What follows belongs to an exercise in optimizing a design on an open flow for small area; a production flow would make more cautious choices.
The RTL was checked by simulation tests, not by an equivalence proof against the original design.
Power and IR drop assume default switching activity.

## the reference run
==> flow/design.v <==
package regfile_pkg;
    localparam int DEF_DATA_W = 32;
    localparam int DEF_ADDR_W = 5;
    localparam int REG_ZERO   = 0;
endpackage
module rf_o22ai (input logic a1, a2, b1, b2, output logic y);
    assign y = ~((a1 | a2) & (b1 | b2));
endmodule
module rf_a222oi (input logic a1, a2, b1, b2, c1, c2, output logic y);
    assign y = ~((a1 & a2) | (b1 & b2) | (c1 & c2));
endmodule
module rf_inv (input logic a, output logic y);
    assign y = ~a;
endmodule
module rf_nand2 (input logic a, b, output logic y);
    assign y = ~(a & b);
endmodule
module rf_nand3 (input logic a, b, c, output logic y);
    assign y = ~(a & b & c);
endmodule
module rf_nand4 (input logic a, b, c, d, output logic y);
    assign y = ~(a & b & c & d);
endmodule
module rf_or2 (input logic a, b, output logic y);
    assign y = a | b;
endmodule
module rf_nor2 (input logic a, b, output logic y);
    assign y = ~(a | b);
endmodule
module rf_xor2 (input logic a, b, output logic y);
    assign y = a ^ b;
endmodule
module rf_xnor2 (input logic a, b, output logic y);
    assign y = ~(a ^ b);
endmodule
module rf_mux2i (input logic a0, a1, s, output logic y);
    assign y = ~(s ? a1 : a0);
endmodule
module rf_sel31 (input logic [31:1] sel, input logic [31:1] d, output logic y);
    logic [10:0] t;
    logic [1:0]  u;
    logic        w;
    genvar g;
    generate
        for (g = 0; g < 10; g++) begin : g_l1
            rf_a222oi u_a (.a1(sel[3*g+1]), .a2(d[3*g+1]),
                           .b1(sel[3*g+2]), .b2(d[3*g+2]),
                           .c1(sel[3*g+3]), .c2(d[3*g+3]), .y(t[g]));
        end
    endgenerate
    rf_nand2 u_n31 (.a(sel[31]), .b(d[31]), .y(t[10]));
    rf_nand4 u_u0 (.a(t[0]), .b(t[1]), .c(t[2]), .d(t[3]), .y(u[0]));
    rf_nand4 u_u1 (.a(t[4]), .b(t[5]), .c(t[6]), .d(t[7]), .y(u[1]));
    rf_nor2  u_w  (.a(u[0]), .b(u[1]), .y(w));
    rf_nand4 u_y  (.a(w), .b(t[8]), .c(t[9]), .d(t[10]), .y(y));
endmodule
module rf_dec31 (input logic [3:0] pa, input logic [7:0] pb, output logic [31:1] sel);
    genvar g;
    generate
        for (g = 1; g < 32; g++) begin : g_s
            logic n;
            rf_nand2 u_n (.a(pa[g % 4]), .b(pb[g / 4]), .y(n));
            rf_inv   u_i (.a(n), .y(sel[g]));
        end
    endgenerate
endmodule
module rf_dec31w (input logic [3:0] pa_n, input logic [7:0] pb_n,
                  output logic [31:1] sel, output logic [31:1] sel_n);
    genvar g;
    generate
        for (g = 1; g < 32; g++) begin : g_s
            rf_or2 u_n (.a(pa_n[g % 4]), .b(pb_n[g / 4]), .y(sel_n[g]));
            rf_inv u_i (.a(sel_n[g]), .y(sel[g]));
        end
    endgenerate
endmodule
import regfile_pkg::*;
module regfile_scoreboard
#(
    parameter int ADDR_W = DEF_ADDR_W
) (
    input  logic                    clk,
    input  logic                    reset_n,
    input  logic                    we,
    input  logic [ADDR_W-1:0]       wa,
    input  logic                    rsv_req,
    input  logic [ADDR_W-1:0]       rsv_addr,
    output logic                    rsv_ok,
    output logic [(1<<ADDR_W)-1:1]  busy,
    output logic [ADDR_W:0]         busy_cnt
);
    localparam int DEPTH = 1 << ADDR_W;
    logic [DEPTH-1:1] busy_reg;
    logic [DEPTH-1:1] busy_next;
    logic [DEPTH-1:1] rq;
    logic [DEPTH-1:1] sel;    
    logic [3:0]       qa;
    logic [7:0]       qb;
    logic [ADDR_W:0]  cnt_reg;
    logic             rsv_hit, wr_clear;
    for (genvar j = 0; j < 4; j++) begin : g_qa
        assign qa[j] = rsv_req && (rsv_addr[1:0] == 2'(j));
    end
    for (genvar k = 0; k < 8; k++) begin : g_qb
        assign qb[k] = (rsv_addr[4:2] == 3'(k));
    end
    genvar gi;
    generate
        for (gi = 1; gi < DEPTH; gi++) begin : g_busy
            logic ntake;
            assign rq[gi]  = qa[gi % 4] && qb[gi / 4];
            assign sel[gi] = (we && wa == ADDR_W'(gi)) || !reset_n;
            assign ntake  = !(reset_n && rq[gi]);
            rf_mux2i u_nx (.a0(ntake), .a1(sel[gi]), .s(busy_reg[gi]), .y(busy_next[gi]));
        end
    endgenerate
    rf_sel31 u_rhit (.sel(rq), .d(busy_reg), .y(rsv_hit));
    rf_sel31 u_wclr (.sel(sel), .d(busy_reg), .y(wr_clear));
    assign rsv_ok = rsv_req && (rsv_addr != '0) && !rsv_hit;
    always_ff @(posedge clk) begin
        busy_reg <= busy_next;
        if (!reset_n)
            cnt_reg <= '0;
        else if (rsv_ok != wr_clear)
            cnt_reg <= rsv_ok ? cnt_reg + 1'b1 : cnt_reg - 1'b1;
    end
    assign busy     = busy_reg;
    assign busy_cnt = cnt_reg;
endmodule
import regfile_pkg::*;
module regfile_mp
#(
    parameter int DATA_W = DEF_DATA_W,
    parameter int ADDR_W = DEF_ADDR_W,
    parameter int NUM_RD = 2
) (
    input  logic                     clk,
    input  logic                     reset_n,
    input  logic                     we,
    input  logic [ADDR_W-1:0]        wa,
    input  logic [DATA_W-1:0]        wd,
    input  logic [NUM_RD*ADDR_W-1:0] ra,
    output logic [NUM_RD*DATA_W-1:0] rd,
    output logic [NUM_RD-1:0]        rd_busy,
    input  logic                     rsv_req,
    input  logic [ADDR_W-1:0]        rsv_addr,
    output logic                     rsv_ok,
    output logic [ADDR_W:0]          busy_cnt
);
    localparam int DEPTH = 1 << ADDR_W;
    localparam int HALF  = DATA_W / 2;
    logic                phase;
    logic [1:0]          phase_n, rst;
    logic [DATA_W-1:0]   nwp;
    logic [DEPTH-1:1]    sel, nsel;
    logic [DEPTH-1:1]    busy_vec;
    logic [DATA_W-1:0]   col [DEPTH-1:1];        
    logic [3:0]          sa_n;
    logic [7:0]          sb_n;
    always_ff @(posedge clk)
        phase <= reset_n && !phase;
    rf_inv u_ph0 (.a(phase), .y(phase_n[0]));
    rf_inv u_ph1 (.a(phase), .y(phase_n[1]));
    rf_inv u_rs0 (.a(reset_n), .y(rst[0]));
    rf_inv u_rs1 (.a(reset_n), .y(rst[1]));
    for (genvar j = 0; j < 4; j++) begin : g_wa
        assign sa_n[j] = !(we && (wa[1:0] == 2'(j))) && reset_n;
    end
    for (genvar k = 0; k < 8; k++) begin : g_wb
        assign sb_n[k] = (wa[4:2] != 3'(k)) && reset_n;
    end
    rf_dec31w u_wdec (.pa_n(sa_n), .pb_n(sb_n), .sel(sel), .sel_n(nsel));
    regfile_scoreboard #(
        .ADDR_W (ADDR_W)
    ) u_scoreboard (
        .clk      (clk),
        .reset_n  (reset_n),
        .we       (we),
        .wa       (wa),
        .rsv_req  (rsv_req),
        .rsv_addr (rsv_addr),
        .rsv_ok   (rsv_ok),
        .busy     (busy_vec),
        .busy_cnt (busy_cnt)
    );
    genvar gi, gj, gk;
    generate
        for (gj = 0; gj < DATA_W; gj++) begin : g_col
            logic y;
            rf_xnor2 u_x (.a(wd[gj]), .b(phase_n[gj / HALF]), .y(y));
            rf_or2   u_o (.a(y), .b(rst[gj / HALF]), .y(nwp[gj]));
        end
        for (gi = 1; gi < DEPTH; gi++) begin : g_row
            logic [DATA_W-1:0] q, d;
            for (gj = 0; gj < DATA_W; gj++) begin : g_bit
                rf_o22ai u_d (.a1(q[gj]), .a2(sel[gi]), .b1(nsel[gi]), .b2(nwp[gj]), .y(d[gj]));
            end
            always_ff @(posedge clk)
                q <= d;
            assign col[gi] = q;
        end
        for (gk = 0; gk < NUM_RD; gk++) begin : g_rd
            logic [ADDR_W-1:0] ra_k;
            logic [3:0]        pa;
            logic [7:0]        pb;
            logic [DEPTH-1:1]  rsel;
            logic              flip_n;
            logic [1:0]        flip;
            assign ra_k = ra[gk*ADDR_W +: ADDR_W];
            for (genvar j = 0; j < 4; j++) begin : g_pa
                assign pa[j] = (ra_k[1:0] == 2'(j));
            end
            for (genvar k = 0; k < 8; k++) begin : g_pb
                assign pb[k] = (ra_k[4:2] == 3'(k));
            end
            rf_dec31 u_rdec (.pa(pa), .pb(pb), .sel(rsel));
            rf_nand2 u_fn (.a(phase), .b(ra_k != '0), .y(flip_n));
            rf_inv   u_f0 (.a(flip_n), .y(flip[0]));
            rf_inv   u_f1 (.a(flip_n), .y(flip[1]));
            for (gj = 0; gj < DATA_W; gj++) begin : g_bit
                logic [DEPTH-1:1] dcol;
                logic             m;
                for (gi = 1; gi < DEPTH; gi++) begin : g_tap
                    assign dcol[gi] = col[gi][gj];
                end
                rf_sel31 u_sel (.sel(rsel), .d(dcol), .y(m));
                rf_xor2  u_out (.a(m), .b(flip[gj / HALF]), .y(rd[gk*DATA_W + gj]));
            end
            rf_sel31 u_bsel (.sel(rsel), .d(busy_vec), .y(rd_busy[gk]));
        end
    endgenerate
endmodule
Settings: LEC_CHECK=0, CAP_MARGIN=20, CORE_MARGIN=2, CORE_UTILIZATION=40, GPL_TIMING_DRIVEN=0, SETUP_SLACK_MARGIN=0.3, SLEW_MARGIN=20, SYNTH_HIERARCHICAL=1; clock period 6.0 ns.
standard.sh (not shown) runs the stock make flow with config.mk's settings and CLKGATE_MAP_FILE= SYNTH_SCRIPT=/design/flow/synth_recipe.tcl, a recipe that flattens the netlist after the stock synthesis.
==> flow/flow/run.sh <==
#!/bin/bash
# Own layout flow: the standard flow (standard.sh) with these changes after
# synthesis, which itself runs unchanged:
#  - combinational cells are swapped for the stronger cell of the same
#    footprint and area (inv_1 -> inv_2, ...), see upsize.tcl;
#  - port buffers use buf_1 instead of the slow clkdlybuf4s50_1 delay cell;
#  - clock tree synthesis inserts no dummy loads and uses clkbuf_16 leaf
#    buffers on clusters of up to 25 sinks.
# Each tool's output goes to a log file of its own in this folder.
set -euo pipefail
bash standard.sh synth > synth.log 2>&1
RES=orfs/results/sky130hd/regfile_mp/base
UPSIZE_ODB=$RES/1_synth.odb openroad -no_init -exit flow/upsize.tcl > upsize.log 2>&1
touch $RES/1_synth.sdc
export BUFFER_PORTS_ARGS="-buffer_cell sky130_fd_sc_hd__buf_1"
export CTS_ARGS="-sink_clustering_enable -repair_clock_nets -dont_use_dummy_load -buf_list {sky130_fd_sc_hd__clkbuf_16} -sink_clustering_size 25 -sink_clustering_max_diameter 100"
bash standard.sh > layout.log 2>&1
==> flow/flow/upsize.tcl <==
# Swap each combinational cell for the stronger cell of the same footprint
# and the same area (inv_1 -> inv_2, or2_1 -> or2_2, ...). Registers and
# every other cell are left as synthesis made them.
set swaps {
  inv_1 inv_2  or2_0 or2_2  or2_1 or2_2  and2_0 and2_1  mux2_1 mux2_2
  o21ai_0 o21ai_1  a21boi_0 a21boi_1  a21bo_1 a21bo_2  a31o_1 a31o_2
  and4bb_1 and4bb_2  o211a_1 o211a_2  o21ba_1 o21ba_2  o221a_1 o221a_2
  o311ai_0 o311ai_1  or3b_1 or3b_2  or4b_1 or4b_2
}
set odb $::env(UPSIZE_ODB)
read_db $odb
set db [ord::get_db]
set n 0
foreach {from to} $swaps {
  set m [$db findMaster sky130_fd_sc_hd__$to]
  foreach inst [[ord::get_db_block] getInsts] {
    if {[[$inst getMaster] getName] eq "sky130_fd_sc_hd__$from"} {
      $inst swapMaster $m
      incr n
    }
  }
}
puts "upsize: swapped $n cells"
write_db $odb
The reference run reached the final stage; the timing, DRC and antenna checks on its layout passed.
The inputs of the trial run differ from those of the reference run as listed below.
- CORE_UTILIZATION changed from 40 to 60
Notes after the runs:
Delta (the trial run minus the reference run): slew at the pin closest to its max-slew limit climbed 61 ps; sum of internal, switching and leakage power barely changed.
As far as gate count of the mapped netlist goes, the reference run and the trial run are indistinguishable; the numbers are identical.
Taking the reference run as the reference point, the die area of the trial run falls by about 33%.
The trial run vs the reference run on chip width: the trial run is the lower one.
Changes observed in the trial run relative to the reference run: post-layout utilization of the core rose 21 points, minimum setup slack after placement rose 240 ps.

what the ideal ports hide:
In the flow no input, the clock included, has a driving cell. The finished layouts below were timed again as built, in two steps.
Step 1, drivers: a clkbuf_16 drives clk and a buf_2 each remaining input, both assumed.
Step 2 also shifts input and output timing later by t, the mid clock arrival at the registers, as if the neighbouring blocks saw the same clock.
Three values: ideal ports, drivers, drivers and shift; two values: the first two.
run | shift t [ns] | setup slack, ns | hold slack, ns | worst setup path after step 2
the reference run | 0.728 | 0.196 / 0.171 / 0.171 | 0.472 / 0.472 / 0.472 | input to output
the trial run | 0.702 | 0.440 / 0.329 / 0.329 | 0.474 / 0.474 / 0.474 | input to output
After both steps every run listed still meets setup and hold. The setup slack of the trial run, which loses most, moves by -0.111 ns with the drivers and by -0.111 ns with both steps.
